What follows belongs to an exercise in optimizing a design on an open flow for small area, a short achievable clock period and few clock cycles; a production flow would make more cautious choices.
RTL that was checked went through simulation tests only; none was proved equivalent to the original.
Function not checked in runs 1 and 6: the RTL went through the layout flow alone.
Power is estimated from default activity; no workload was simulated.

==> design/flow/flow/run.sh <==
#!/bin/bash
# The standard layout, with every port buffered by a plain buffer (buf_4 on outputs and
# inputs) instead of the resizer's default pick, a slow delay cell.
set -euo pipefail
export BUFFER_PORTS_ARGS="-buffer_cell sky130_fd_sc_hd__buf_4"
bash standard.sh > standard.log 2>&1
==> design/flow/standard.sh <==
#!/bin/bash
# synth_recipe.tcl (not shown) runs the flow's synth.tcl, then flattens the netlist and writes it again
# the make line also repeats each setting of config.mk as NAME=value (left out here)
make -C /OpenROAD-flow-scripts/flow DESIGN_CONFIG=/design/flow/config.mk WORK_HOME=/design/flow/orfs CLKGATE_MAP_FILE= SYNTH_SCRIPT=/design/flow/synth_recipe.tcl "${@:-finish}"
==> design/flow/config.mk <==
export PLATFORM = sky130hd
export DESIGN_NAME = escape_sequence_decoder
export DESIGN_NICKNAME = escape_sequence_decoder
export VERILOG_FILES = /design/flow/design.v
export SDC_FILE = /design/flow/constraint.sdc
export NUM_CORES = 4
export LEC_CHECK = 0
export CAP_MARGIN = 20
export CORE_MARGIN = 2
export CORE_UTILIZATION = 65
export CTS_BUF_LIST = sky130_fd_sc_hd__clkbuf_4 sky130_fd_sc_hd__clkbuf_8
export CTS_CLUSTER_SIZE = 30
export SETUP_SLACK_MARGIN = 4.6
export SLEW_MARGIN = 20
==> design/flow/constraint.sdc <==
create_clock -name core_clock -period 7.5 [get_ports {clk}]
set_input_delay 1.5000 -clock core_clock [delete_from_list [all_inputs] [get_ports {clk}]]
set_output_delay 1.5000 -clock core_clock [all_outputs]
set_load 0.01 [all_outputs]
==> design/flow/design.v <==
package esd_pkg;
  localparam logic [1:0] KIND_CHAR  = 2'd0;
  localparam logic [1:0] KIND_SLICE = 2'd1;
  localparam logic [1:0] KIND_ERROR = 2'd2;
  localparam logic [1:0] KIND_DONE  = 2'd3;
  localparam logic [1:0] NUM_OCT = 2'd0;
  localparam logic [1:0] NUM_X   = 2'd1;
  localparam logic [1:0] NUM_U   = 2'd2;
endpackage
import esd_pkg::*;
module escape_sequence_decoder (
  input  logic        clk,
  input  logic        rst,
  input  logic        chars_valid,
  output logic        chars_ready,
  input  logic [15:0] chars_char_code,
  input  logic        chars_end_of_string,
  output logic        results_valid,
  input  logic        results_ready,
  output logic [1:0]  results_kind,
  output logic [15:0] results_out_char,
  output logic [15:0] results_slice_start,
  output logic [15:0] results_slice_length,
  output logic [2:0]  results_error_code,
  output logic        results_last,
  input  logic        cfg_valid,
  output logic        cfg_ready,
  input  logic        cfg_interpolation_enable
);
  logic        h_valid;
  logic [15:0] h_c;
  logic        h_eos;
  logic        k_bs, k_lb, k_rb, k_oct, k_hex, k_esc, k_enum, k_eu;
  logic        s_valid;
  logic [15:0] s_c;
  logic        s_eos;
  logic        interp;
  logic        m_nrm, m_esc, m_num, m_brc, m_err;
  logic        n_oct;
  logic [1:0]  n_rem;
  logic        n_seen;
  logic [15:0] nb;
  logic [15:0] pos;
  logic [15:0] blen;
  logic        r_valid;
  logic [1:0]  r_kind;
  logic [15:0] r_data;      
  logic [2:0]  r_err;       
  logic        r_slice;     
  logic        r_slice2;    
  logic        r_last;
  logic        p_char;      
  logic        p_slice;     
  logic        p_err;       
  logic [1:0]  p_code;
  logic        p_done;      
  assign cfg_ready = 1'b1;
  assign chars_ready = !s_valid;
  assign results_valid = r_valid;
  assign results_kind = r_kind;
  assign results_last = r_last;
  assign results_out_char = r_data;
  assign results_error_code = r_err;
  assign results_slice_start = r_slice ? nb : 16'd0;
  assign results_slice_length = r_slice2 ? blen : 16'd0;
  logic [3:0]  dig;
  logic        dg;
  logic [15:0] nshift;
  logic [15:0] pos1;
  logic [15:0] blen1;
  logic [15:0] map;
  logic        pend;
  logic        resume;
  logic        a_has, a_err;
  logic [15:0] a_data;
  logic [2:0]  a_code;
  logic        b_has, c_has, d_has;
  logic [1:0]  d_code;
  logic        zero;
  logic        to_esc, to_num, to_brc, to_err, to_nrm;
  always_comb begin
    if (!h_c[6]) begin
      dig = h_c[3:0];
    end else begin
      case (h_c[2:0])
        3'd1: dig = 4'd10;
        3'd2: dig = 4'd11;
        3'd3: dig = 4'd12;
        3'd4: dig = 4'd13;
        3'd5: dig = 4'd14;
        default: dig = 4'd15;
      endcase
    end
    dg = n_oct ? k_oct : k_hex;
    nshift = n_oct ? {nb[12:0], h_c[2:0]} : {nb[11:0], dig};
    for (int i = 0; i < 16; i++) begin
      pos1[i] = pos[i] ^ (&(pos | ~(16'hFFFF >> (16 - i)))) | (&pos);
      blen1[i] = blen[i] ^ (&(blen | ~(16'hFFFF >> (16 - i)))) | (&blen);
    end
    map = h_c;
    if (h_c[6:0] == 7'h74) map = 16'h0009;
    else if (h_c[6:0] == 7'h6E) map = 16'h000A;
    else if (h_c[6:0] == 7'h72) map = 16'h000D;
    pend = p_char || p_slice || p_err || p_done;
    resume = m_num && !dg && n_seen;
    a_has = m_nrm && !k_bs || m_esc && !k_enum ||
            m_num && (!dg || n_rem == 2'd0) || m_brc;
    a_err = m_esc && !k_esc && !k_enum || m_num && !dg && !n_seen ||
            m_num && dg && n_rem == 2'd0 && n_oct && nb[5];
    if (m_esc) a_data = map;
    else if (m_num && dg) a_data = nshift;
    else if (m_num) a_data = nb;
    else a_data = h_c;
    a_code = m_esc ? 3'd2 : (dg ? 3'd4 : 3'd3);
    b_has = resume && !k_bs;
    c_has = m_brc && k_rb;
    to_esc = (m_nrm || resume) && k_bs;
    to_brc = (m_nrm || resume) && k_lb && interp || m_brc && !k_rb;
    to_num = m_esc && k_enum || m_num && dg && n_rem != 2'd0;
    to_err = m_err || a_err;
    to_nrm = !(to_esc || to_brc || to_num || to_err);
    d_has = h_eos && (to_esc || to_num || to_brc);
    d_code = to_esc ? 2'd1 : (to_num ? 2'd3 : 2'd0);
    zero = !(a_has || h_eos);
  end
  logic r_free;
  logic consume;
  logic accept;
  logic emit_b;
  assign r_free = !r_valid || results_ready;
  logic go;
  assign go = h_valid && (!pend || zero && !p_slice);
  assign consume = r_free && go;
  assign accept = chars_valid && !s_valid;
  assign emit_b = r_free && p_char;
  logic [15:0] in_c;
  logic        in_hi0;
  logic        in_oct;
  assign in_c = s_valid ? s_c : chars_char_code;
  assign in_hi0 = (in_c[15:7] == 9'd0);
  assign in_oct = in_hi0 && in_c[6:3] == 4'b0110;
  always_ff @(posedge clk) begin
    if (rst) begin
      h_valid <= 1'b0;
      s_valid <= 1'b0;
    end else if (consume) begin
      h_valid <= s_valid | accept;
      s_valid <= 1'b0;
    end else if (accept) begin
      h_valid <= 1'b1;
      s_valid <= h_valid;
    end
  end
  always_ff @(posedge clk) begin
    if (consume || !h_valid) begin
      h_c <= in_c;
      h_eos <= s_valid ? s_eos : chars_end_of_string;
      k_bs <= in_hi0 && in_c[6:0] == 7'h5C;
      k_lb <= in_hi0 && in_c[6:0] == 7'h7B;
      k_rb <= in_hi0 && in_c[6:0] == 7'h7D;
      k_oct <= in_oct;
      k_hex <= in_hi0 && (in_c[6:4] == 3'b011 && (!in_c[3] || in_c[2:1] == 2'b00) ||
                          in_c[6] && in_c[4:3] == 2'b00 && in_c[2:0] != 3'd0 && in_c[2:0] != 3'd7);
      k_esc <= in_hi0 && (in_c[6:0] == 7'h74 || in_c[6:0] == 7'h6E || in_c[6:0] == 7'h72 ||
                          in_c[6:0] == 7'h22 || in_c[6:0] == 7'h27 || in_c[6:0] == 7'h7B ||
                          in_c[6:0] == 7'h5C);
      k_enum <= in_oct || in_hi0 && (in_c[6:0] == 7'h78 || in_c[6:0] == 7'h58 ||
                                     in_c[6:0] == 7'h75 || in_c[6:0] == 7'h55);
      k_eu <= in_c[6:0] == 7'h75 || in_c[6:0] == 7'h55;
    end
    if (!s_valid) begin
      s_c <= chars_char_code;
      s_eos <= chars_end_of_string;
    end
  end
  always_ff @(posedge clk) begin
    if (rst) begin
      interp <= 1'b0;
    end else if (cfg_valid) begin
      interp <= cfg_interpolation_enable;
    end
  end
  always_ff @(posedge clk) begin
    if (rst) begin
      m_nrm <= 1'b1;
      m_esc <= 1'b0;
      m_num <= 1'b0;
      m_brc <= 1'b0;
      m_err <= 1'b0;
    end else if (consume) begin
      m_nrm <= to_nrm || h_eos;
      m_esc <= to_esc && !h_eos;
      m_num <= to_num && !h_eos;
      m_brc <= to_brc && !h_eos;
      m_err <= to_err && !h_eos;
    end
  end
  always_ff @(posedge clk) begin
    if (rst) begin
      pos <= 16'd0;
    end else if (r_free && (go && (h_eos || a_has && !a_err) || p_char && !p_done)) begin
      pos <= (h_eos && !p_char) ? 16'd0 : pos1;
    end
  end
  always_ff @(posedge clk) begin
    if (consume && (m_esc || m_num)) begin
      n_oct <= m_esc ? k_oct : n_oct;
      n_rem <= m_esc ? (k_eu ? 2'd3 : 2'd1) : n_rem - 2'd1;
      n_seen <= m_esc ? k_oct : 1'b1;
    end
    if (consume) begin
      blen <= m_brc ? blen1 : 16'd1;
    end
  end
  always_ff @(posedge clk) begin
    if (r_free && (p_char ? m_brc : go && !m_brc)) begin
      if (p_char || !(m_esc || m_num)) nb <= pos;
      else if (m_esc) nb <= {13'd0, k_oct ? h_c[2:0] : 3'd0};
      else if (dg) nb <= nshift;
      else nb <= h_c;
    end
  end
  logic        nx_valid;
  logic [1:0]  nx_kind;
  logic [15:0] nx_data;
  logic [2:0]  nx_err;
  logic        nx_slice;
  logic        nx_last;
  always_comb begin
    nx_valid = 1'b1;
    nx_kind = KIND_DONE;
    nx_data = 16'd0;
    nx_err = 3'd0;
    nx_slice = 1'b0;
    nx_last = 1'b1;
    if (p_char) begin
      nx_kind = KIND_CHAR;
      nx_data = nb;
      nx_last = !(p_err || p_done);
    end else if (p_slice) begin
      nx_kind = KIND_SLICE;
      nx_slice = 1'b1;
      nx_last = !(p_err || p_done);
    end else if (p_err) begin
      nx_kind = KIND_ERROR;
      nx_err = {1'b0, p_code};
      nx_last = 1'b0;
    end else if (p_done) begin
      nx_kind = KIND_DONE;
    end else if (!h_valid || zero) begin
      nx_valid = 1'b0;
    end else if (a_has && a_err) begin
      nx_kind = KIND_ERROR;
      nx_err = a_code;
      nx_last = !h_eos;
    end else if (a_has) begin
      nx_kind = KIND_CHAR;
      nx_data = a_data;
      nx_last = !(b_has || c_has || h_eos);
    end else if (d_has) begin
      nx_kind = KIND_ERROR;
      nx_err = {1'b0, d_code};
      nx_last = 1'b0;
    end
  end
  always_ff @(posedge clk) begin
    if (rst) begin
      r_valid <= 1'b0;
    end else if (r_free) begin
      r_valid <= nx_valid;
    end
  end
  always_ff @(posedge clk) begin
    if (rst) begin
      r_slice2 <= 1'b0;
    end else if (r_free) begin
      r_slice2 <= nx_slice;
    end
  end
  always_ff @(posedge clk) begin
    if (r_free) begin
      r_kind <= nx_kind;
      r_data <= nx_data;
      r_err <= nx_err;
      r_slice <= nx_slice;
      r_last <= nx_last;
    end
  end
  always_ff @(posedge clk) begin
    if (rst) begin
      p_char <= 1'b0;
      p_slice <= 1'b0;
      p_err <= 1'b0;
      p_done <= 1'b0;
    end else if (r_free) begin
      if (p_char) begin
        p_char <= 1'b0;
      end else if (p_slice) begin
        p_slice <= 1'b0;
      end else if (p_err) begin
        p_err <= 1'b0;
      end else if (p_done) begin
        p_done <= 1'b0;
      end else if (h_valid && !zero) begin
        if (a_has) begin
          p_char <= b_has;
          p_slice <= c_has;
          p_err <= d_has;
          p_done <= h_eos;
        end else begin
          p_done <= d_has;
        end
      end
    end
  end
  always_ff @(posedge clk) begin
    if (r_free && !pend) p_code <= d_code;
  end
endmodule
==> results of run 1 <==
==> area by class of cell <==
type / instances / area (sq um)
sequential: 133 / 3530
multi-input combinational: 520 / 3280
fill: 779 / 2630
timing repair buffer: 84 / 643
clock buffer: 19 / 255
tap: 140 / 175
clock inverter: 13 / 145
inverter: 22 / 86.3
timing repair inverter: 1 / 5.00
==> metrics by stage <==
step	setup slack [ps]	utilization (%)	instances	power (mW)
after floorplan	4590	-	718	1.04
after global placement	3990	71.0	893	1.12
after detailed placement	3850	71.0	893	1.12
after CTS	4620	75.2	930	1.73
after global routing	4600	75.6	932	1.79
final	4670	75.6	932	1.73
==> cell usage after synthesis, types with 4 or more instances <==
cell      number  share of area [%]
o21ai_0       43                3.0
o31ai_1       13                1.4
o22ai_1        4               0.35
xnor2_1       10                1.2
and2_1        35                3.1
edfxtp_1      86                 37
nor4_1         8               0.71
clkbuf_1      25                1.3
buf_2          6               0.42
nor3b_1        4               0.42
a211oi_1      17                1.8
mux2i_1        7               0.99
o211ai_1       6               0.64
dfxtp_1       47                 13
buf_6          4               0.64
or3_1          5               0.44
ha_1           9                1.6
nand2b_1      10               0.88
nor3_1        34                2.4
nor2_1        48                2.5
and3_1         5               0.44
inv_1         21                1.1
nor2b_1       16                1.4
nand3_1       16                1.1
a22o_1         5               0.62
a21o_1         5               0.53
mux2_2        11                1.8
a31oi_1       10               0.88
or2_2          4               0.35
o21a_1         5               0.53
nand2_1       72                3.8
a21oi_1       59                4.2
==> worst paths after layout <==
path	from	endpoint	slack, ps	depth (start not counted)
setup / recovery	r_slice	results_slice_start[13]	4670	3
hold / removal	s_eos	s_eos	480	1
setup reg to reg	k_oct	n_oct	4770	6
hold reg to reg	s_eos	s_eos	480	1
==> state kept, by name, summed over array words and instances, names as in the netlist, 2 cells and up <==
signal,cells
r_kind,2
pos,16
r_err,3
p_code,2
r_data,16
n_rem,2
blen,16
s_c,16
h_c,16
nb,16
==> metal layers <==
layer,up-vias,share of wire (%)
met1,2836,42
met5,-,0
met4,0,2.2
met2,340,47
met3,46,8.8
li1,2759,-
==> critical path: cells and delay by family, from the launching register on <==
family                 cells  cell delay [ps]
DFF                        1              370
buffers and inverters      2              330
and+or+nand+nor            1              180
==> power groups by stage <==
stage | sequential (mW) | clock, mW | combinational (mW)
floorplan | 0.892 | 0 | 0.149
global placement | 0.908 | 0 | 0.207
detailed placement | 0.911 | 0 | 0.212
CTS | 0.894 | 0.613 | 0.218
global route | 0.902 | 0.645 | 0.247
finish | 0.896 | 0.610 | 0.227
==> kinds of logic after synthesis <==
logic type	after synthesis
AO/OA/AOI/OAI	196
XOR/XNOR	12
adder cells (fa/ha/maj)	9
buffers and inverters	67
flip-flops	133
multiplexers	21
other	1
AND/OR/NAND/NOR	279
==> what timing repair did <==
item                                    CTS  global route
gates cloned                              2             1
setup buffers                             3             1
pin swaps                                 0             2
endpoints found under the setup margin  112            69
resized for setup                         2             4
==> summary.md, run 1 <==
| Metric | Value |
|---|---|
| Status | no timing/DRC/antenna violations |
| Worst EP required | 6000 ps |
| Core Region | 0.0107 sq mm |
| Area post-placement | 0.00763 sq mm |
| CP dominant cell by count | buf_4 |
| First DRT Iteration DRCs | 582 |
| Routed WL | ~18000 um |
| Max-Cap Viols | 0 |
| Clock latency on the worst-skew pair | around 450 ps |
| Final setup TNS | 0 ps |
| Top FF cell, synth | edfxtp_1 |
| # IOs | 80 |
| Number of global-route vias before repair | 5686 |
| Power Density | 214 mW/mm^2 |
| # setup viols final | 0 |
| Synthesized area | 0.00707 sq mm |
| Startpoint type of the worst setup path | register |
| Most frequent cells in the layout | edfxtp_1, buf_4, nand2_1, a21oi_1, nor2_1 |
| CTS tree | done |
| Inserted Clock Buffers | 17 |
| Internal Pwr Total | 1.25 mW |
| Final ANT Viol Nets | 0 |
| Worst-Margin Slew | 1000 ps |
| # nets final | 811 |
| HP Class | reg -> reg |
| Worst Path Max Fanout | 16 |
| Mux cell area share after synthesis | 3.43% |
| Root buf cell | clkbuf_8 |
| Critical Path Slowest Stage Cell | edfxtp_1 |
| CP peak stage delay | roughly 370 ps |
| Comb pwr share | 13.1% |
| Synthesized flop and latch total | 133 |
| Post-synth EDFFs | 86 |
| Synth Area in Simple Gates | 21.0% |
| Post-route cell area | 0.00812 sq mm |
| Xor-xnor portion of the synthesized cell area | roughly 1.5% |
| Async SR Flop Fraction | 0% |
| CP Capture Type | primary output |
| Grt met1 use | 43.1% |
| GRT busiest layer | met2 |
| Global route overflow | 0 |
| Max Buffers Root-to-Sink | 2 |
| Synth unique cells | 83 |
| Worst VDD drop | 0.153 mV |
| Clock Skew | 15.1 ps |
| CP Cell Sequence | buf_4 -> and2_1 -> buf_4 |
| Synth Area in Adders | under 10% |
| Routed vias | 5981 |
| Hpwl dp | between 10000 and 15000 um |
| Max_slew headroom | 33.0% |
| Pins Over Slew Limit | 0 |
| Placement Rows | 38 |
| Met2 Usage GRT | between 40% and 50% |
| Commonest non-fill, non-tap cell in the layout | edfxtp_1 |
| GRT met3 Usage | 6.45% |
| Initial Util | 65.8% |
| Routed wire per std cell | 19.1 um |
| Die W | approximately 110 um |
| Part of the power in registers | 51.7% |
| Sw Pwr | 0.487 mW |
| Syn Area/Cell | about 10 sq um |
| Setup repair after global routing missed its margin | no |
| Total iterations of the first detailed-routing run | 6 |
| Drc violations | 0 |
| Clock Power Share | 35.2% |
| Clock sinks | 133 |
| Reg clk slew, reported paths | 80 ps |
| Hold_ws | ~480 ps |
| Routability congestion estimate | 0.885 |
| Area Overhead vs Synth | 14.8% |
| First-pass GRT wire length | approximately 28000 um |
| PortBufs | roughly 80 |
| GR Util All Layers | 31.3% |
| Layout cells sized above 1 | 20.7% |
| Final hold vios | 0 |
| Seq/Total Area, Yosys | 49.8% |
| Ys Warns | 1 |
| Hold buffer count at CTS | 0 |
| Mapped Cells | between 700 and 800 |
| Main combinational cell family by area after synthesis | simple AND/OR/NAND/NOR gates |
| WP data arrival | roughly 1300 ps |
| Final Critical Period | 2830 ps |
| Routed vias/inst | 6.42 |
| Die area | roughly 0.012 sq mm |
| Leak | approximately 3 nW |
| Switching share of power | 28.1% |
| Die Span Y | 108 um |
| Crit Path Category | reg -> out |
| Largest net degree at the start of global routing | 33 |
| H-tree Lvls | 4 |
| Initial antenna violation count | 0 |
| Fmax achieved | 354 MHz |
| Final Cycle Share | 37.7% |
| Compound-Gate Fraction of Synth Area | 18.0% |
| Antenna Cells | 0 |
==> inputs of run 2 (changes only) <==
--- a/design/flow/design.v
+++ b/design/flow/design.v
@@ -128,9 +128,7 @@
   logic accept;
   logic emit_b;
   assign r_free = !r_valid || results_ready;
-  logic go;
-  assign go = h_valid && (!pend || zero && !p_slice);
-  assign consume = r_free && go;
+  assign consume = r_free && h_valid && (!pend || zero && !p_slice);
   assign accept = chars_valid && !s_valid;
   assign emit_b = r_free && p_char;
   logic [15:0] in_c;
@@ -198,7 +196,7 @@
   always_ff @(posedge clk) begin
     if (rst) begin
       pos <= 16'd0;
-    end else if (r_free && (go && (h_eos || a_has && !a_err) || p_char && !p_done)) begin
+    end else if (consume && (h_eos || a_has && !a_err) || emit_b && !p_done) begin
       pos <= (h_eos && !p_char) ? 16'd0 : pos1;
     end
   end
@@ -213,7 +211,7 @@
     end
   end
   always_ff @(posedge clk) begin
-    if (r_free && (p_char ? m_brc : go && !m_brc)) begin
+    if (p_char ? (r_free && m_brc) : (consume && !m_brc)) begin
       if (p_char || !(m_esc || m_num)) nb <= pos;
       else if (m_esc) nb <= {13'd0, k_oct ? h_c[2:0] : 3'd0};
       else if (dg) nb <= nshift;
==> design/flow/flow/run.sh (replaced) <==
#!/bin/bash
# The standard layout, with every port buffered by a plain buffer (buf_1 on outputs and
# inputs) instead of the resizer's default pick, a slow delay cell.
set -euo pipefail
export BUFFER_PORTS_ARGS="-buffer_cell sky130_fd_sc_hd__buf_1"
bash standard.sh > standard.log 2>&1
--- a/design/flow/config.mk
+++ b/design/flow/config.mk
@@ -10,5 +10,5 @@
 export CORE_UTILIZATION = 65
 export CTS_BUF_LIST = sky130_fd_sc_hd__clkbuf_4 sky130_fd_sc_hd__clkbuf_8
 export CTS_CLUSTER_SIZE = 30
-export SETUP_SLACK_MARGIN = 4.6
+export SETUP_SLACK_MARGIN = 4.7
 export SLEW_MARGIN = 20
==> summary.md, run 2 <==
| Metric | Value |
|---|---|
| Placement Rows | 37 (-2.6%) |
| First-pass GRT wire length | 27000 um (-4.1%) |
| Die Span Y | 107 um (-0.86%) |
| Reg clk slew, reported paths | 80 ps (about the same) |
| Power Density | 233 mW/mm^2 (+8.9%) |
| CP Cell Sequence | and2_1 -> clkbuf_2 |
| Die W | 107 um (-0.86%) |
| Final setup TNS | 0 ps (unchanged) |
| Max-Cap Viols | 0 (unchanged) |
| Async SR Flop Fraction | 0% (unchanged) |
| Final Cycle Share | 37.3% (-0.39 points) |
| First DRT Iteration DRCs | 555 (-4.6%) |
| Ys Warns | 1 (unchanged) |
| HP Class | reg -> reg |
| Top FF cell, synth | edfxtp_1 |
| Met2 Usage GRT | 45.3% (-4.0 points) |
| Area Overhead vs Synth | 15.9% |
| Worst EP required | 6000 ps (about the same) |
| Synthesized area | 0.00695 sq mm (-1.8%) |
| # nets final | 820 (+1.1%) |
| WP data arrival | 1300 ps (-30 ps) |
| Hold_ws | 488 ps (+4.27 ps) |
| End of the worst register-to-register path | r_last |
| Worst-Margin Slew | 743 ps (-261 ps) |
| Seq/Total Area, Yosys | 50.7% (+0.90 points) |
| Root buf cell | clkbuf_8 |
| Synthesized flop and latch total | 133 (unchanged) |
| Hold path start | s_eos |
| Syn Area/Cell | 9.59 sq um (-2.7%) |
| Synth top cells by count | edfxtp_1, nand2_1, a21oi_1 |
| Worst r2r src | k_oct |
| Worst Path Max Fanout | 6 (-10) |
| Layout cells sized above 1 | 14.1% (-6.6 points) |
| Clock sinks | 133 (unchanged) |
| Hpwl dp | 11600 um (-4.5%) |
| Antenna Cells | 0 (unchanged) |
| Post-synth EDFFs | 86 (unchanged) |
| Worst slack at placement | 3680 ps (-167 ps) |
| Routed vias | 5842 (-2.3%) |
| Clock latency on the worst-skew pair | 440 ps (about the same) |
| # IOs | 80 (unchanged) |
| Inserted Clock Buffers | 17 (unchanged) |
| CTS tree | done |
| GR Util All Layers | 30.5% (-0.80 points) |
| Initial Util | 67.0% (+1.2 points) |
| Global route overflow | 0 (unchanged) |
| Largest area contributor in the netlist | edfxtp_1 |
| Crit Path Category | reg -> out |
| Die area | 0.0115 sq mm (-1.7%) |
| Drc violations | 0 (unchanged) |
| Routed vias/inst | 6.23 (-2.8%) |
| Reg2reg setup slack | 4890 ps (+120 ps) |
| Endpoint, Worst Hold | s_eos |
| Startpoint type of the worst setup path | register |
| Core Region | 0.0104 sq mm (-3.5%) |
| Synth area leaders | edfxtp_1, dfxtp_1, a21oi_1, nand2_1, nor2_1 |
| Final Critical Period | 2800 ps (-29.4 ps) |
| Status | no timing/DRC/antenna violations |
| Critical Path Slowest Stage Cell | edfxtp_1 |
| Max Buffers Root-to-Sink | 2 (unchanged) |
| CP Capture Type | primary output |
| Worst VDD drop | 0.186 mV (+21%) |
| Synth unique cells | 73 (-12%) |
| Final worst setup slack | 4700 ps (+29.4 ps) |
| Final ANT Viol Nets | 0 (unchanged) |
| Most frequent cell after synthesis | edfxtp_1 |
| Max_slew headroom | 49.2% (+16 points) |
| Grt met1 use | 42.4% (-0.64 points) |
| Routed wire per std cell | 18.3 um (-4.2%) |
| H-tree Lvls | 4 (unchanged) |
| Final hold vios | 0 (unchanged) |
| Initial antenna violation count | 1 (+1) |
| Number of global-route vias before repair | 5210 (-8.4%) |
| Fmax achieved | 357 MHz (+1.1%) |
| Routed WL | 17100 um (-3.7%) |
| Path depth of the worst reg2reg path | 6 (unchanged) |
| GRT met3 Usage | 8.23% (+1.8 points) |
| PortBufs | 78 (unchanged) |
| Commonest non-fill, non-tap cell in the layout | edfxtp_1 |
| CP peak stage delay | 540 ps (+170 ps) |
| Largest net degree at the start of global routing | 31 (-6.1%) |
| FILL cells | 707 (-9.2%) |
| Most frequent cells in the layout | edfxtp_1, nand2_1, buf_1, a21oi_1, nor2_1 |
| Total iterations of the first detailed-routing run | 5 (-1) |
| Leak | 2.90 nW (-3.5%) |
| Hold depth | 1 (unchanged) |
| Area share of the largest cell type after synthesis | 37.2% (+0.66 points) |
| Setup repair after global routing missed its margin | yes |
| # setup viols final | 0 (unchanged) |
| Routability congestion estimate | 0.933 (+5.4%) |
| Pins Over Slew Limit | 0 (unchanged) |
| GRT busiest layer | met2 |
| Mapped Cells | 725 (+0.97%) |
| Clock Skew | 11.8 ps (-3.33 ps) |
run 2: changes by cell type after synthesis, sizes merged, moves of 4 or more:
cell,before,now
o21ai,48,37
a21boi,0,9
nor2,49,58
a211oi,17,11
nand2,73,79
a32o,1,6
nand2b,11,16
a21o,5,1
a31oi,10,6
run 2: logic make-up after synthesis:
group	count (synthesis)	share of synthesized area [%]
XOR/XNOR	9	1.13
AND/OR/NAND/NOR	298	21.8
AO/OA/AOI/OAI	188	17.5
other	1	0.0540
flip-flops	133	50.7
adder cells (fa/ha/maj)	9	1.62
multiplexers	20	3.15
buffers and inverters	67	4.05
run 2: final cells by class:
class                      count  area [sq um]  area share (%)
inverter                      22          93.8            1.17
clock inverter                12           248            3.08
tap                          136           170            2.11
sequential                   133          3520            43.8
timing repair inverter         1          7.51          0.0932
clock buffer                  20           269            3.34
multi-input combinational    525          3250            40.4
timing repair buffer          88           490            6.09
run 2: per-layer routing:
layer  vias up  part of all wire [%]
met3        41                   9.2
met1      2696                    42
met5         -                     0
li1       2777                     -
met4         0                   3.3
met2       328                    46
run 2: worst max-delay path by stage:
stage | end | slack, ps | cells past startpoint | from
3_5_place_dp | pos[14] | 3680 | 8 | results_ready
6_report | results_slice_start[5] | 4700 | 2 | nb[5]
5_1_grt | results_slice_start[12] | 4660 | 3 | r_slice
4_1_cts | results_slice_start[5] | 4700 | 2 | nb[5]
3_3_place_gp | h_valid | 3760 | 7 | results_ready
2_1_floorplan | pos[6] | 4700 | 9 | results_ready
run 2: power by group:
| group | switching [mW] | internal, mW |
|---|---|---|
| Combinational | 0.137 | 0.0777 |
| Clock | 0.281 | 0.486 |
| Sequential | 0.0500 | 0.842 |
| Total | 0.467 | 1.41 |
run 2: worst max-delay path: cells and delay by family (launching register included):
kind | cells | cell delay (ps)
flip-flops | 1 | 540
buffers and inverters | 1 | 120
AND/OR/NAND/NOR | 1 | 200
run 2: stage by stage:
stage | std cells | cell area [sq um] | total power, mW | util, %
floorplan | 725 | 7000 | 1.04 | -
global placement | 898 | 7280 | 1.09 | 70.2
detailed placement | 898 | 7280 | 1.10 | 70.2
CTS | 937 | 7870 | 1.86 | 75.8
global route | 937 | 8050 | 1.93 | 77.7
finish | 937 | 8050 | 1.87 | 77.7
run 2: what timing repair did:
item,CTS,global route
resized for setup,8,69
cloned,1,0
endpoints found under the setup margin,124,88
hold buffers,0,0
buffers inserted,6,0
Testbench counts of run 2, summed over its fixed seeds: cycles 30,784.
==> inputs of run 3 (changes only) <==
==> design/flow/flow/run.sh (replaced) <==
#!/bin/bash
# The standard layout, with every port buffered by a plain buffer (buf_2 on outputs and
# inputs) instead of the resizer's default pick, a slow delay cell.
set -euo pipefail
export BUFFER_PORTS_ARGS="-buffer_cell sky130_fd_sc_hd__buf_2"
bash standard.sh > standard.log 2>&1
--- a/design/flow/config.mk
+++ b/design/flow/config.mk
@@ -10,5 +10,5 @@
 export CORE_UTILIZATION = 65
 export CTS_BUF_LIST = sky130_fd_sc_hd__clkbuf_4 sky130_fd_sc_hd__clkbuf_8
 export CTS_CLUSTER_SIZE = 30
-export SETUP_SLACK_MARGIN = 4.7
+export SETUP_SLACK_MARGIN = 4.8
 export SLEW_MARGIN = 20
==> summary.md, run 3 <==
| Metric | Value |
|---|---|
| Status | no timing/DRC/antenna violations |
| Dpl cells | 896 (-0.22%) |
| Clock Power Share | 36.7% (-4.2 points) |
| Post-synth EDFFs | 86 (unchanged) |
| Hold depth | 2 (+1) |
| Crit Path Category | reg -> out |
| CP Capture Type | primary output |
| GR Util All Layers | 31.8% (+1.3 points) |
| Root buf cell | clkbuf_8 |
| Final hold vios | 0 (unchanged) |
| Synth Area in Adders | 1.62% (unchanged) |
| Main combinational cell family by area after synthesis | simple AND/OR/NAND/NOR gates |
| Synth Area in Simple Gates | 21.8% (unchanged) |
| Synth unique cells | 73 (unchanged) |
| Die W | 107 um (unchanged) |
| Hold path start | m_err |
| Total iterations of the first detailed-routing run | 7 (+2) |
| Critical Path Slowest Stage Cell | dfxtp_4 |
| Number of global-route vias before repair | 5373 (+3.1%) |
| First-pass GRT wire length | 28100 um (+4.2%) |
| WP buf/inv | 2 (+1) |
| # IOs | 80 (unchanged) |
| Hold buffer count at CTS | 0 (unchanged) |
| Power Density | 217 mW/mm^2 (-6.5%) |
| Path depth of the worst reg2reg path | 6 (unchanged) |
| Die area | 0.0115 sq mm (unchanged) |
| Synthesized flop and latch total | 133 (unchanged) |
| Routed vias/inst | 6.34 (+1.7%) |
| Routed WL | 18500 um (+8.0%) |
| End of the worst register-to-register path | nb[2] |
| Final setup TNS | 0 ps (unchanged) |
| Clock sinks | 133 (unchanged) |
| Final worst setup slack | 4690 ps (-7.91 ps) |
| Post-Route Utilization | 79.6% (+2.0 points) |
| CP dominant cell by count | buf_2 |
| Initial Util | 67.0% (unchanged) |
| Leak | 3.22 nW (+11%) |
| Syn Area/Cell | 9.59 sq um (unchanged) |
| Routed wire per std cell | 19.1 um (+4.5%) |
| Comb pwr share | 13.8% (+2.4 points) |
| Reg clk slew, reported paths | 70 ps (about the same) |
| Routed vias | 6135 (+5.0%) |
| Clock Skew | 8.75 ps (-3.01 ps) |
| Die Span Y | 107 um (unchanged) |
| Setup repair after global routing missed its margin | yes |
| Part of the power in registers | 49.5% (+1.9 points) |
| Internal Pwr Total | 1.31 mW (-6.5%) |
| FILL cells | 661 (-6.5%) |
| # setup viols final | 0 (unchanged) |
| Xor-xnor portion of the synthesized cell area | 1.13% (unchanged) |
| Core Region | 0.0104 sq mm (unchanged) |
| Synth area leaders | edfxtp_1, dfxtp_1, a21oi_1, nand2_1, nor2_1 |
| Area share of the largest cell type after synthesis | 37.2% (unchanged) |
| Endpoint, Worst Hold | m_err |
| Max-Cap Viols | 0 (unchanged) |
| Hpwl dp | 11900 um (+1.8%) |
| Pins Over Slew Limit | 0 (unchanged) |
| Worst Path Max Fanout | 10 (+4) |
| Sw Pwr | 0.482 mW (+3.1%) |
| First DRT Iteration DRCs | 848 (+53%) |
| Synth top cells by count | edfxtp_1, nand2_1, a21oi_1 |
| Mux cell area share after synthesis | 3.15% (unchanged) |
| Clock latency on the worst-skew pair | 460 ps (+20 ps) |
| Worst-Margin Slew | 1010 ps (+268 ps) |
| Most frequent cells in the layout | edfxtp_1, buf_2, nand2_1, a21oi_1, nor2_1 |
| Compound-Gate Fraction of Synth Area | 17.5% (unchanged) |
| Top FF cell, synth | edfxtp_1 |
| Placement Rows | 37 (unchanged) |
| H-tree Lvls | 4 (unchanged) |
| Largest net degree at the start of global routing | 31 (unchanged) |
| Most frequent cell after synthesis | edfxtp_1 |
| Largest area contributor in the netlist | edfxtp_1 |
| Final Cycle Share | 37.4% (+0.11 points) |
| Worst r2r src | k_oct |
| Final ANT Viol Nets | 0 (unchanged) |
| Async SR Flop Fraction | 0% (unchanged) |
| Routability congestion estimate | 0.898 (-3.8%) |
| CP Cell Sequence | buf_2 -> and2_1 -> buf_2 |
| Startpoint type of the worst setup path | register |
| Cell family with most CP delay | flip-flops |
| CP peak stage delay | 390 ps (-150 ps) |
| Inserted Clock Buffers | 17 (unchanged) |
| HP Class | reg -> reg |
| PortBufs | 78 (unchanged) |
| Global route overflow | 0 (unchanged) |
| Initial antenna violation count | 0 (-1) |
| Mapped Cells | 725 (unchanged) |
| Worst slack at placement | 3850 ps (+172 ps) |
| Ys Warns | 1 (unchanged) |
| Max Buffers Root-to-Sink | 2 (unchanged) |
| Final Non-Filler Cells | 968 (+3.3%) |
| Layout cells sized above 1 | 23.9% (+9.8 points) |
| Post-route cell area | 0.00826 sq mm (+2.5%) |
| Max_slew headroom | 32.5% (-17 points) |
| CTS tree | done |
| Commonest non-fill, non-tap cell in the layout | edfxtp_1 |
| Reg2reg setup slack | 4930 ps (+40 ps) |
| Worst VDD drop | 0.233 mV (+25%) |
| Fmax achieved | 356 MHz (-0.28%) |
| Worst EP required | 6000 ps (about the same) |
| Antenna Cells | 0 (unchanged) |
| Area post-placement | 0.00739 sq mm (+1.5%) |
| # nets final | 851 (+3.8%) |
| WP data arrival | 1310 ps (about the same) |
| Synthesized area | 0.00695 sq mm (unchanged) |
| Drc violations | 0 (unchanged) |
| Switching share of power | 26.8% (+1.9 points) |
| Final Critical Period | 2810 ps (+7.91 ps) |
| Area Overhead vs Synth | 18.9% |
| Seq/Total Area, Yosys | 50.7% (unchanged) |
-- run 3: metal layers --
metal / vias up / routed length [um] / GRT usage, %
li1: 2838 / - / -
met5: - / 0 / 0
met1: 2876 / 7620 / 44.5
met2: 361 / 8570 / 48.4
met3: 60 / 1670 / 7.08
met4: 0 / 612 / 13.0
-- run 3: how the worst max path moves through the flow --
stage                              from                  endpoint  depth (start not counted)  slack [ps]
after floorplan           results_ready                   h_valid                          8        4730
after global placement    results_ready                   h_valid                          7        3890
after detailed placement  results_ready                   h_valid                          7        3850
after CTS                       r_slice    results_slice_start[1]                          3        4680
after global routing           r_slice2  results_slice_length[13]                          3        4640
final                          r_slice2  results_slice_length[13]                          3        4690
-- run 3: cells by family after synthesis --
family                     count (synthesis)
AOI/OAI and AO/OA                        188
xor gates and xnor gates                   9
adders and majority gates                  9
buffers and inverters                     67
DFF                                      133
muxes                                     20
other                                      1
and+or+nand+nor                          298
-- run 3: final cells by class --
class                           instances  area [sq um]  share of cell area, %
Tap cell                              136           170                   2.06
Clock inverter                         13           180                   2.18
Clock buffer                           19           255                   3.09
Timing Repair inverter                  2          16.3                  0.197
Sequential cell                       133          3530                   42.8
Timing Repair Buffer                  116           727                   8.80
Multi-Input combinational cell        527          3280                   39.7
Inverter                               22          98.8                   1.20
-- run 3: per-stage QoR --
| step | hold slack [ps] | power (mW) |
|---|---|---|
| global placement | 450 | 1.10 |
| global route | 511 | 1.85 |
| finish | 487 | 1.80 |
| CTS | 479 | 1.76 |
| floorplan | 437 | 1.04 |
| detailed placement | 461 | 1.11 |
-- run 3: timing repair --
action / in CTS / in global routing
gates cloned: 2 / 3
endpoints found under the setup margin: 134 / 89
gates resized for setup: 14 / 11
endpoints found under the hold margin: 0 / 0
pin swaps: 0 / 6
setup buffers: 19 / 16
-- run 3: tightest hold or removal path: cells and delay by family, from the launching register on --
family | cells | cell delay (ps)
flip-flops | 1 | 340
AO/OA/AOI/OAI | 1 | 40
AND/OR/NAND/NOR | 1 | 70
-- run 3: power by group through the flow --
stage | Combinational, mW | Sequential [mW] | Clock (mW)
floorplan | 0.148 | 0.892 | 0
global placement | 0.196 | 0.901 | 0
detailed placement | 0.201 | 0.905 | 0
CTS | 0.222 | 0.885 | 0.657
global route | 0.272 | 0.894 | 0.685
finish | 0.249 | 0.889 | 0.658
==> inputs of run 4 (changes only) <==
--- a/design/flow/config.mk
+++ b/design/flow/config.mk
@@ -10,5 +10,5 @@
 export CORE_UTILIZATION = 65
 export CTS_BUF_LIST = sky130_fd_sc_hd__clkbuf_4 sky130_fd_sc_hd__clkbuf_8
 export CTS_CLUSTER_SIZE = 30
-export SETUP_SLACK_MARGIN = 4.8
+export SETUP_SLACK_MARGIN = 4.6
 export SLEW_MARGIN = 20
==> summary.md, run 4 <==
| Metric | Value |
|---|---|
| Status | no timing/DRC/antenna violations |
| Global route overflow | 0 (unchanged) |
| Die W | 107 um (unchanged) |
| Inserted Clock Buffers | 17 (unchanged) |
| Hold path start | m_err |
| Synthesized area | 0.00695 sq mm (unchanged) |
| GR Util All Layers | 30.0% (-1.9 points) |
| Max-Cap Viols | 0 (unchanged) |
| Drc violations | 0 (unchanged) |
| Worst EP required | 6000 ps (about the same) |
| Worst r2r src | k_oct |
| Max Buffers Root-to-Sink | 2 (unchanged) |
| Reg clk slew, reported paths | 80 ps (about the same) |
| Root buf cell | clkbuf_8 |
| Clock latency on the worst-skew pair | 440 ps (-20 ps) |
| Routability congestion estimate | 0.933 (+3.9%) |
| Worst Path Max Fanout | 8 (-2) |
| Synth area leaders | edfxtp_1, dfxtp_1, a21oi_1, nand2_1, nor2_1 |
| Max_slew headroom | 45.7% (+13 points) |
| Setup repair after global routing missed its margin | no |
| Fmax achieved | 358 MHz (+0.35%) |
| Commonest non-fill, non-tap cell in the layout | edfxtp_1 |
| Total iterations of the first detailed-routing run | 5 (-2) |
| Synth top cells by count | edfxtp_1, nand2_1, a21oi_1 |
| Routed vias/inst | 6.26 (-1.3%) |
| Crit Path Category | reg -> out |
| Pins Over Slew Limit | 0 (unchanged) |
| Largest area contributor in the netlist | edfxtp_1 |
| First DRT Iteration DRCs | 652 (-23%) |
| Final ANT Viol Nets | 0 (unchanged) |
| Path depth of the worst reg2reg path | 6 (unchanged) |
| HP Class | reg -> reg |
| CTS tree | done |
| Number of global-route vias before repair | 5209 (-3.1%) |
| Power Density | 217 mW/mm^2 (about the same) |
| Final Cycle Share | 37.3% (-0.13 points) |
| Top FF cell, synth | edfxtp_1 |
| WP data arrival | 1300 ps (about the same) |
| Crit path to | results_slice_start[2] |
| CP Cell Sequence | buf_2 -> and2_1 -> buf_2 |
| Final Critical Period | 2800 ps (-9.88 ps) |
| Critical Path Slowest Stage Cell | edfxtp_1 |
| Reg2reg setup slack | 4850 ps (-80 ps) |
| Final setup TNS | 0 ps (unchanged) |
| Routed WL | 16900 um (-8.3%) |
| CP Capture Type | primary output |
| Leak | 3.02 nW (-6.4%) |
| Largest net degree at the start of global routing | 31 (unchanged) |
| Startpoint type of the worst setup path | register |
| Synthesized flop and latch total | 133 (unchanged) |
| Die Span Y | 107 um (unchanged) |
| Area Overhead vs Synth | 13.2% |
| Post-synth EDFFs | 86 (unchanged) |
| Synth unique cells | 73 (unchanged) |
| Syn Area/Cell | 9.59 sq um (unchanged) |
| CP dominant cell by count | buf_2 |
| Hold depth | 2 (unchanged) |
| Core Region | 0.0104 sq mm (unchanged) |
| Worst-Margin Slew | 794 ps (-217 ps) |
| Seq/Total Area, Yosys | 50.7% (unchanged) |
| # nets final | 820 (-3.6%) |
| Placement Rows | 37 (unchanged) |
| Hpwl dp | 11700 um (-1.3%) |
| # setup viols final | 0 (unchanged) |
| CP peak stage delay | 380 ps (about the same) |
| Most frequent cells in the layout | edfxtp_1, buf_2, nand2_1, a21oi_1, nor2_1 |
| Clock sinks | 133 (unchanged) |
| Clock Skew | 11.3 ps (+2.59 ps) |
| Final worst setup slack | 4700 ps (+9.88 ps) |
| Area share of the largest cell type after synthesis | 37.2% (unchanged) |
| Worst slack at placement | 3480 ps (-372 ps) |
| Initial antenna violation count | 0 (unchanged) |
| Layout cells sized above 1 | 20.0% (-3.9 points) |
| Die area | 0.0115 sq mm (unchanged) |
| Final hold vios | 0 (unchanged) |
| First-pass GRT wire length | 26800 um (-4.8%) |
| Crit path from | r_slice |
| Worst VDD drop | 0.147 mV (-37%) |
| Async SR Flop Fraction | 0% (unchanged) |
| Mapped Cells | 725 (unchanged) |
| Ys Warns | 1 (unchanged) |
| PortBufs | 78 (unchanged) |
| Antenna Cells | 0 (unchanged) |
| H-tree Lvls | 4 (unchanged) |
| Most frequent cell after synthesis | edfxtp_1 |
| Initial Util | 67.0% (unchanged) |
| Routed vias | 5863 (-4.4%) |
| Hold_ws | 497 ps (+9.82 ps) |
| End of the worst register-to-register path | r_last |
| # IOs | 80 (unchanged) |
| Routed wire per std cell | 18.1 um (-5.3%) |
run 4: critical path, delay by kind of cell, from the launching register on:
family / cells / cell delay (ps)
buf+inv: 2 / 320
simple gates: 1 / 170
flops: 1 / 380
run 4: metal layers:
metal	wire (um)	part of all wire, %	GRT usage [%]	vias to the layer above
met5	0	0	0	-
met4	309	1.8	8.88	0
met3	1510	8.9	5.15	28
met2	7800	46	46.6	303
met1	7330	43	43.5	2765
li1	-	-	-	2767
run 4: layout make-up:
type	count	area, sq um
multi-input cells	525	3190
well taps	136	170
repair buffers	88	467
fillers	751	2500
flip-flops and latches	133	3530
inverters	22	93.8
repair inverters	1	7.51
clock inverters	13	149
clock buffers	19	262
run 4: logic make-up after synthesis:
group | share of synthesized area, %
and+or+nand+nor | 21.8
AOI/OAI and AO/OA | 17.5
DFF | 50.7
buffers and inverters | 4.05
muxes | 3.15
adders and majority gates | 1.62
xor gates and xnor gates | 1.13
other | 0.0540
run 4: worst min-delay path by stage:
stage          endpoint
2_1_floorplan     m_err
3_3_place_gp      m_err
3_5_place_dp      m_err
4_1_cts           m_err
5_1_grt           m_err
6_report          m_err
run 4: power by group:
part	internal (mW)	switching, mW
clock	0.317	0.294
combinational	0.0765	0.135
sequential	0.842	0.0469
run 4: stage by stage:
stage	instance area (sq um)	util, %	power [mW]	instances
3_5_place_dp	7350	70.8	1.10	896
6_report	7870	75.9	1.71	937
5_1_grt	7870	75.9	1.77	937
4_1_cts	7790	75.1	1.70	930
2_1_floorplan	6990	-	1.04	725
3_3_place_gp	7350	70.8	1.09	896
run 4: what timing repair did:
action | 4_1_cts | 5_1_grt
endpoints found under the setup margin | 88 | 71
gates cloned | 1 | 0
gates resized for setup | 7 | 6
hold buffers | 0 | 0
buffers inserted | 1 | 7
==> inputs of run 5 (changes only) <==
--- a/design/flow/config.mk
+++ b/design/flow/config.mk
@@ -10,5 +10,5 @@
 export CORE_UTILIZATION = 65
 export CTS_BUF_LIST = sky130_fd_sc_hd__clkbuf_4 sky130_fd_sc_hd__clkbuf_8
 export CTS_CLUSTER_SIZE = 30
-export SETUP_SLACK_MARGIN = 4.6
+export SETUP_SLACK_MARGIN = 4.7
 export SLEW_MARGIN = 20
==> summary.md, run 5 <==
| Metric | Value |
|---|---|
| Ys Warns | 1 (unchanged) |
| Number of global-route vias before repair | 5222 (+0.25%) |
| Layout cells sized above 1 | 20.3% (+0.30 points) |
| Worst-Margin Slew | 872 ps (+77.7 ps) |
| Most frequent cells in the layout | edfxtp_1, nand2_1, buf_2, a21oi_1, nor2_1 |
| Leak | 3.01 nW (-0.39%) |
| # nets final | 818 (-0.24%) |
| Max_slew headroom | 41.7% (-4.0 points) |
| Clock Skew | 6.76 ps (-4.58 ps) |
| WL met3 | 1370 um (-8.9%) |
| Clock latency on the worst-skew pair | 440 ps (about the same) |
| Hpwl dp | 11800 um (+0.43%) |
| Total iterations of the first detailed-routing run | 6 (+1) |
| Power Density | 211 mW/mm^2 (-2.8%) |
| # setup viols final | 0 (unchanged) |
| Die W | 107 um (unchanged) |
| Crit Path Category | reg -> out |
| Initial Util | 67.0% (unchanged) |
| Final ANT Viol Nets | 0 (unchanged) |
| Largest net degree at the start of global routing | 31 (unchanged) |
| Die Span Y | 107 um (unchanged) |
| WP data arrival | 1270 ps (-30 ps) |
| Most frequent cell after synthesis | edfxtp_1 |
| Top FF cell, synth | edfxtp_1 |
| Top Layer Used | met4 |
| Clock sinks | 133 (unchanged) |
| CP Capture Type | primary output |
| Global route overflow | 0 (unchanged) |
| Synth unique cells | 73 (unchanged) |
| Setup repair after global routing missed its margin | yes |
| Final Critical Period | 2770 ps (-25.4 ps) |
| Max Buffers Root-to-Sink | 2 (unchanged) |
| Startpoint type of the worst setup path | register |
| Placement Rows | 37 (unchanged) |
| Status | no timing/DRC/antenna violations |
| First DRT Iteration DRCs | 647 (-0.77%) |
| Metal-1 WL | 7270 um (-0.78%) |
| Post-Route Utilization | 75.7% (-0.18 points) |
| Mapped Cells | 725 (unchanged) |
| Syn Area/Cell | 9.59 sq um (unchanged) |
| Async SR Flop Fraction | 0% (unchanged) |
| GR Util All Layers | 29.8% (-0.13 points) |
| Max-Cap Viols | 0 (unchanged) |
| Antenna Cells | 0 (unchanged) |
| Pins Over Slew Limit | 0 (unchanged) |
| Seq/Total Area, Yosys | 50.7% (unchanged) |
| Routed vias | 5802 (-1.0%) |
| Root buf cell | clkbuf_8 |
| Synthesized flop and latch total | 133 (unchanged) |
| Core Region | 0.0104 sq mm (unchanged) |
| Post-synth EDFFs | 86 (unchanged) |
| # IOs | 80 (unchanged) |
| Synthesized area | 0.00695 sq mm (unchanged) |
| Worst EP required | 6000 ps (about the same) |
| Die area | 0.0115 sq mm (unchanged) |
| Initial antenna violation count | 0 (unchanged) |
| Final setup TNS | 0 ps (unchanged) |
| Hold buffer count at CTS | 0 (unchanged) |
| Routability congestion estimate | 0.932 (about the same) |
| Routed WL | 16600 um (-2.0%) |
| Area share of the largest cell type after synthesis | 37.2% (unchanged) |
| Area Overhead vs Synth | 13.0% |
| Reg clk slew, reported paths | 80 ps (about the same) |
| Routed vias/inst | 6.21 (-0.83%) |
| Synth area leaders | edfxtp_1, dfxtp_1, a21oi_1, nand2_1, nor2_1 |
| Final Cycle Share | 36.9% (-0.34 points) |
| Worst Path Max Fanout | 16 (+8) |
| Routed wire per std cell | 17.7 um (-1.8%) |
| H-tree Lvls | 4 (unchanged) |
| Routed wl met2 | 7420 um (-4.8%) |
| Synth top cells by count | edfxtp_1, nand2_1, a21oi_1 |
| PortBufs | 78 (unchanged) |
| Fmax achieved | 361 MHz (+0.92%) |
| Final hold vios | 0 (unchanged) |
| Drc violations | 0 (unchanged) |
| Worst VDD drop | 0.164 mV (+11%) |
| Largest area contributor in the netlist | edfxtp_1 |
| First-pass GRT wire length | 26500 um (-0.98%) |
| CTS tree | done |
| Commonest non-fill, non-tap cell in the layout | edfxtp_1 |
| HP Class | reg -> reg |
| Inserted Clock Buffers | 17 (unchanged) |
[run 5: cell count changes in the layout (fill, tap and decap cells not counted), sizes merged]
cell | previous run | this run
bufinv | 2 | 1
clkinv | 6 | 7
clkbuf | 19 | 18
buf | 88 | 86
inv | 23 | 24
[run 5: cell type report]
type	count	area, sq um
clock inverter	14	130
fill	762	2520
inverter	22	93.8
timing repair buffer	86	462
clock buffer	18	241
multi-input combinational	525	3220
sequential	133	3530
tap	136	170
timing repair inverter	1	7.51
[run 5: final timing paths]
| check | from | endpoint | slack (ps) | cells after the start |
|---|---|---|---|---|
| worst max-delay path | r_slice | results_slice_start[14] | 4730 | 3 |
| worst min-delay path | s_eos | s_eos | 490 | 1 |
| worst max register to register | n_oct | r_data[9] | 4930 | 7 |
| worst min register to register | s_eos | s_eos | 490 | 1 |
[run 5: metrics by stage]
stage | instances | hold WS (ps) | worst slack (ps) | total power, mW | area [sq um]
3_5_place_dp | 896 | 481 | 3670 | 1.10 | 7360
2_1_floorplan | 725 | 437 | 4700 | 1.04 | 7000
5_1_grt | 935 | 509 | 4650 | 1.72 | 7850
3_3_place_gp | 896 | 451 | 3750 | 1.09 | 7360
6_report | 935 | 495 | 4730 | 1.66 | 7850
4_1_cts | 935 | 498 | 4710 | 1.65 | 7810
[run 5: kinds of logic after synthesis]
kind of cell,after synthesis,share of synthesized area [%]
AOI/OAI and AO/OA,188,17.5
xor gates and xnor gates,9,1.13
adders and majority gates,9,1.62
buffers and inverters,67,4.05
DFF,133,50.7
muxes,20,3.15
other,1,0.0540
and+or+nand+nor,298,21.8
[run 5: metal layers]
layer	track usage [%]	vias to the layer above
li1	-	2765
met1	42.9	2690
met2	45.1	310
met3	4.72	37
met4	12.9	0
met5	0	-
[run 5: worst max-delay path: stages, from the launching register on]
cell      delay [ps]
edfxtp_1         380
buf_6            150
and2_1           160
buf_2            140
[run 5: report_power, final]
group	internal (mW)	switching, mW	total [mW]
sequential	0.842	0.0476	0.889
clock	0.268	0.289	0.556
combinational	0.0781	0.134	0.212
total	1.19	0.470	1.66
[run 5: what timing repair did]
action / in CTS / in global routing
pin swaps: 0 / 0
gates resized for setup: 9 / 10
setup buffers: 6 / 0
cloned: 1 / 0
setup endpoints to repair: 121 / 86
==> inputs of run 6 (changes only) <==
--- a/design/flow/design.v
+++ b/design/flow/design.v
@@ -7,6 +7,16 @@
   localparam logic [1:0] NUM_X   = 2'd1;
   localparam logic [1:0] NUM_U   = 2'd2;
 endpackage
+module esd_back #(
+  parameter int N = 1
+) (
+  input  logic         sel,
+  input  logic [N-1:0] a,
+  input  logic [N-1:0] b,
+  output logic [N-1:0] y
+);
+  assign y = sel ? a : b;
+endmodule
 import esd_pkg::*;
 module escape_sequence_decoder (
   input  logic        clk,
@@ -32,6 +42,7 @@
   logic        h_eos;
   logic        k_bs, k_lb, k_rb, k_oct, k_hex, k_esc, k_enum, k_eu;
   logic        s_valid;
+  logic        s_rdy;       
   logic [15:0] s_c;
   logic        s_eos;
   logic        interp;
@@ -55,7 +66,7 @@
   logic [1:0]  p_code;
   logic        p_done;      
   assign cfg_ready = 1'b1;
-  assign chars_ready = !s_valid;
+  assign chars_ready = s_rdy;
   assign results_valid = r_valid;
   assign results_kind = r_kind;
   assign results_last = r_last;
@@ -126,11 +137,31 @@
   logic r_free;
   logic consume;
   logic accept;
-  logic emit_b;
-  assign r_free = !r_valid || results_ready;
-  assign consume = r_free && h_valid && (!pend || zero && !p_slice);
-  assign accept = chars_valid && !s_valid;
-  assign emit_b = r_free && p_char;
+  logic go_r, go_w;
+  logic h_en, h_en_r, h_en_w;
+  logic n_en, n_en_r, n_en_w;
+  logic pos_en, pos_en_r, pos_en_w;
+  logic nb_en, nb_en_r, nb_en_w;
+  logic pos_chg;
+  assign go_r = h_valid && (!pend || zero && !p_slice);
+  assign go_w = h_valid && (r_valid ? (zero && !p_char && !p_slice && !r_slice)
+                                    : (!pend || zero && !p_slice));
+  assign h_en_r = go_r || !h_valid;
+  assign h_en_w = go_w || !h_valid;
+  assign n_en_r = go_r && (m_esc || m_num);
+  assign n_en_w = go_w && (m_esc || m_num);
+  assign pos_chg = h_eos || a_has && !a_err;
+  assign pos_en_r = go_r && pos_chg || p_char && !p_done;
+  assign pos_en_w = go_w && pos_chg || !r_valid && p_char && !p_done;
+  assign nb_en_r = p_char ? m_brc : (go_r && !m_brc);
+  assign nb_en_w = p_char ? (!r_valid && m_brc) : (go_w && !m_brc);
+  esd_back #(.N(6)) u_late (
+    .sel (results_ready),
+    .a   ({go_r, h_en_r, n_en_r, pos_en_r, nb_en_r, 1'b1}),
+    .b   ({go_w, h_en_w, n_en_w, pos_en_w, nb_en_w, !r_valid}),
+    .y   ({consume, h_en, n_en, pos_en, nb_en, r_free})
+  );
+  assign accept = chars_valid && s_rdy;
   logic [15:0] in_c;
   logic        in_hi0;
   logic        in_oct;
@@ -141,16 +172,19 @@
     if (rst) begin
       h_valid <= 1'b0;
       s_valid <= 1'b0;
+      s_rdy <= 1'b1;
     end else if (consume) begin
       h_valid <= s_valid | accept;
       s_valid <= 1'b0;
+      s_rdy <= 1'b1;
     end else if (accept) begin
       h_valid <= 1'b1;
       s_valid <= h_valid;
+      s_rdy <= !h_valid;
     end
   end
   always_ff @(posedge clk) begin
-    if (consume || !h_valid) begin
+    if (h_en) begin
       h_c <= in_c;
       h_eos <= s_valid ? s_eos : chars_end_of_string;
       k_bs <= in_hi0 && in_c[6:0] == 7'h5C;
@@ -196,12 +230,12 @@
   always_ff @(posedge clk) begin
     if (rst) begin
       pos <= 16'd0;
-    end else if (consume && (h_eos || a_has && !a_err) || emit_b && !p_done) begin
+    end else if (pos_en) begin
       pos <= (h_eos && !p_char) ? 16'd0 : pos1;
     end
   end
   always_ff @(posedge clk) begin
-    if (consume && (m_esc || m_num)) begin
+    if (n_en) begin
       n_oct <= m_esc ? k_oct : n_oct;
       n_rem <= m_esc ? (k_eu ? 2'd3 : 2'd1) : n_rem - 2'd1;
       n_seen <= m_esc ? k_oct : 1'b1;
@@ -211,7 +245,7 @@
     end
   end
   always_ff @(posedge clk) begin
-    if (p_char ? (r_free && m_brc) : (consume && !m_brc)) begin
+    if (nb_en) begin
       if (p_char || !(m_esc || m_num)) nb <= pos;
       else if (m_esc) nb <= {13'd0, k_oct ? h_c[2:0] : 3'd0};
       else if (dg) nb <= nshift;
==> design/flow/flow/run.sh (replaced) <==
#!/bin/bash
# The standard layout, with every port buffered by a plain buffer (buf_4 on outputs and
# inputs) instead of the resizer's default pick, a slow delay cell.
set -euo pipefail
export BUFFER_PORTS_ARGS="-buffer_cell sky130_fd_sc_hd__buf_4"
bash standard.sh > standard.log 2>&1
==> design/flow/config.mk (replaced) <==
export PLATFORM = sky130hd
export DESIGN_NAME = escape_sequence_decoder
export DESIGN_NICKNAME = escape_sequence_decoder
export VERILOG_FILES = /design/flow/design.v
export SDC_FILE = /design/flow/constraint.sdc
export NUM_CORES = 4
export LEC_CHECK = 0
export CAP_MARGIN = 20
export CORE_MARGIN = 2
export CORE_UTILIZATION = 40
export SETUP_SLACK_MARGIN = 4.5
export SLEW_MARGIN = 20
export SYNTH_HIERARCHICAL = 1
==> summary.md, run 6 <==
| Metric | Value |
|---|---|
| Post-synth EDFFs | 86 (unchanged) |
| Cell family with most CP delay | flip-flops |
| Hpwl dp | 13400 um (+14%) |
| Power Density | 232 mW/mm^2 (+9.8%) |
| Synthesized area | 0.00724 sq mm (+4.2%) |
| Worst Path Max Fanout | 4 (-12) |
| Synthesized flop and latch total | 134 (+0.75%) |
| Reg clk slew, reported paths | 60 ps (-20 ps) |
| Startpoint type of the worst setup path | register |
| First DRT Iteration DRCs | 527 (-19%) |
| Most frequent cells in the layout | buf_4, edfxtp_1, nand2_1, nor2_1, o21ai_0 |
| Largest net degree at the start of global routing | 33 (+6.5%) |
| Global route overflow | 0 (unchanged) |
| Power Total | 2.00 mW (+21%) |
| Fmax achieved | 352 MHz (-2.5%) |
| CP peak stage delay | 400 ps (+20 ps) |
| Synth top cells by count | edfxtp_1, nand2_1, nor2_1 |
| Worst slack at placement | 3940 ps (+271 ps) |
| GR Util All Layers | 20.0% (-9.8 points) |
| Number of global-route vias before repair | 5729 (+9.7%) |
| Synth area leaders | edfxtp_1, dfxtp_1, o21ai_0, nand2_1, nor2_1 |
| Area share of the largest cell type after synthesis | 35.7% (-1.5 points) |
| Pins Over Slew Limit | 0 (unchanged) |
| Final Cycle Share | 37.9% (+0.95 points) |
| Reg2reg setup slack | 4700 ps (-230 ps) |
| Leak | 3.34 nW (+11%) |
| Synth unique cells | 77 (+5.5%) |
| Routability congestion estimate | 0.959 (+2.9%) |
| Routed WL | 18900 um (+14%) |
| Root buf cell | clkbuf_16 |
| Status | no timing/DRC/antenna violations |
| Max_slew headroom | 45.6% (+3.9 points) |
| Final Critical Period | 2840 ps (+71.0 ps) |
| Largest area contributor in the netlist | edfxtp_1 |
| Final setup TNS | 0 ps (unchanged) |
| Clock latency on the worst-skew pair | 420 ps (-20 ps) |
| Worst VDD drop | 0.149 mV (-9.1%) |
| Max Buffers Root-to-Sink | 2 (unchanged) |
| PortBufs | 78 (unchanged) |
| # nets final | 845 (+3.3%) |
| WP data arrival | 1340 ps (+70 ps) |
| Commonest non-fill, non-tap cell in the layout | buf_4 |
| Ys Warns | 7 (+6) |
| Critical Path Slowest Stage Cell | edfxtp_1 |
| Worst-Margin Slew | 809 ps (-62.9 ps) |
| Worst EP required | 6000 ps (about the same) |
| HP Class | reg -> reg |
| Clock Skew | 6.74 ps (-0.0221 ps) |
| Routed vias | 6014 (+3.7%) |
| Core Region | 0.0178 sq mm (+72%) |
| Initial Util | 40.6% (-26 points) |
| Die W | 139 um (+29%) |
| WP buf/inv | 2 (unchanged) |
| Placement Rows | 49 (+32%) |
| Top FF cell, synth | edfxtp_1 |
| Max-Cap Viols | 0 (unchanged) |
| Most frequent cell after synthesis | edfxtp_1 |
| Async SR Flop Fraction | 0% (unchanged) |
| Hold buffer count at CTS | 0 (unchanged) |
| Die area | 0.0192 sq mm (+66%) |
| H-tree Lvls | 4 (unchanged) |
| Routed vias/inst | 5.70 (-8.1%) |
| Syn Area/Cell | 9.66 sq um (+0.82%) |
| Area Overhead vs Synth | 19.4% |
| Routed wire per std cell | 17.9 um (+0.88%) |
| Drc violations | 0 (unchanged) |
| CP Cell Sequence | buf_4 -> and2_1 -> buf_4 |
| Layout cells sized above 1 | 19.0% (-1.3 points) |
| Initial antenna violation count | 0 (unchanged) |
| Setup repair after global routing missed its margin | no |
| Crit Path Category | reg -> out |
| Antenna Cells | 0 (unchanged) |
| Clock sinks | 134 (+0.75%) |
| First-pass GRT wire length | 30800 um (+16%) |
| Total iterations of the first detailed-routing run | 6 (unchanged) |
| Hold_ws | 487 ps (-8.16 ps) |
| CP Capture Type | primary output |
| Post-route cell area | 0.00864 sq mm (+10%) |
| Mapped Cells | 749 (+3.3%) |
| # setup viols final | 0 (unchanged) |
| CP dominant cell by count | buf_4 |
| Area post-placement | 0.00793 sq mm (+7.7%) |
| CTS tree | done |
| Final ANT Viol Nets | 0 (unchanged) |
| Final hold vios | 0 (unchanged) |
| Inserted Clock Buffers | 17 (unchanged) |
| Die Span Y | 139 um (+29%) |
| Seq/Total Area, Yosys | 49.0% (-1.7 points) |
| # IOs | 80 (unchanged) |
| Final worst setup slack | 4660 ps (-71.0 ps) |
run 6: cell families (layout without fill, tap and decap cells):
logic type      after synthesis  after routing  share of synthesized area, %
flops                       134            134                          49.0
compound gates              193            193                          17.0
mux                          43             43                          6.69
fa+ha+maj                     9              9                          1.56
other cells                   1              2                        0.0518
simple gates                287            287                          20.2
buf+inv                      72            148                          4.27
xor+xnor                     10             10                          1.21
run 6: per-layer routing:
layer / part of all wire [%] / track usage, % / vias up
li1: - / - / 2881
met1: 46 / 29.1 / 2833
met2: 43 / 28.8 / 262
met3: 8.0 / 4.47 / 38
met4: 2.7 / 8.65 / 0
met5: 0 / 0 / -
run 6: timing repair:
| item | CTS | global route |
|---|---|---|
| setup endpoints to repair | 88 | 13 |
| pin swaps | 0 | 0 |
| endpoints found under the hold margin | 0 | 0 |
| setup buffers | 6 | 3 |
| gates resized for setup | 1 | 3 |
run 6: layout make-up:
class,count,area [sq um]
Inverter,25,93.8
Timing Repair Buffer,91,683
Fill cell,1661,9200
Sequential cell,134,3540
Multi-Input combinational cell,544,3410
Tap cell,229,287
Clock inverter,15,201
Clock buffer,17,425
run 6: metrics by stage:
step / util [%] / cells
final: 48.4 / 1055
after global routing: 48.4 / 1055
after CTS: 48.2 / 1052
after detailed placement: 44.4 / 1014
after global placement: 44.4 / 1014
after floorplan: - / 750
run 6: where the power goes:
group	total, mW	switching (mW)	internal, mW	leakage, nW
Clock	0.882	0.324	0.558	0.302
Combinational	0.219	0.123	0.0958	1.76
Sequential	0.903	0.0552	0.847	1.27
run 6: final timing paths:
check | from | to | cells after the start
worst max register to register | k_hex | m_brc | 10
worst max-delay path | r_slice | results_slice_start[1] | 3
worst min register to register | s_eos | s_eos | 1
worst min-delay path | s_eos | s_eos | 1

## what the ideal ports hide
In the flow no input, the clock included, has a driving cell. The finished layouts below were timed again as built, in two steps.
Step 1, drivers: a clkbuf_16 drives clk and a buf_2 each remaining input, both assumed.
Step 2 adds t to the input delays and takes it off the output delays; t is the mean of the earliest and latest rising clock arrival at the registers after step 1. Input paths then give back, and output paths get back, about the clock's delay inside the block.
Slacks: no drivers / after step 1 / after step 2; pairs: no drivers / after step 1.
run	t, ns	slack for setup (ns)	hold slack, ns	worst setup path after step 2	worst data-port slew with drivers (ns)
run 1	0.481	4.672 / 4.637 / 4.212	0.484 / 0.484 / 0.484	input to register	0.03
run 2	0.473	4.701 / 4.666 / 4.355	0.488 / 0.488 / 0.488	input to register	0.03
run 3	0.486	4.694 / 4.658 / 4.428	0.487 / 0.487 / 0.487	input to register	0.03
run 4	0.466	4.703 / 4.669 / 4.306	0.497 / 0.497 / 0.497	input to register	0.03
run 5	0.475	4.729 / 4.691 / 4.370	0.495 / 0.495 / 0.495	input to register	0.03
run 6	0.456	4.658 / 4.618 / 4.420	0.487 / 0.487 / 0.487	input to register	0.04
After both steps every run listed still meets setup and hold. For run 1, which loses most, drivers alone change the setup slack by -0.035 ns; drivers and shift together by -0.460 ns.
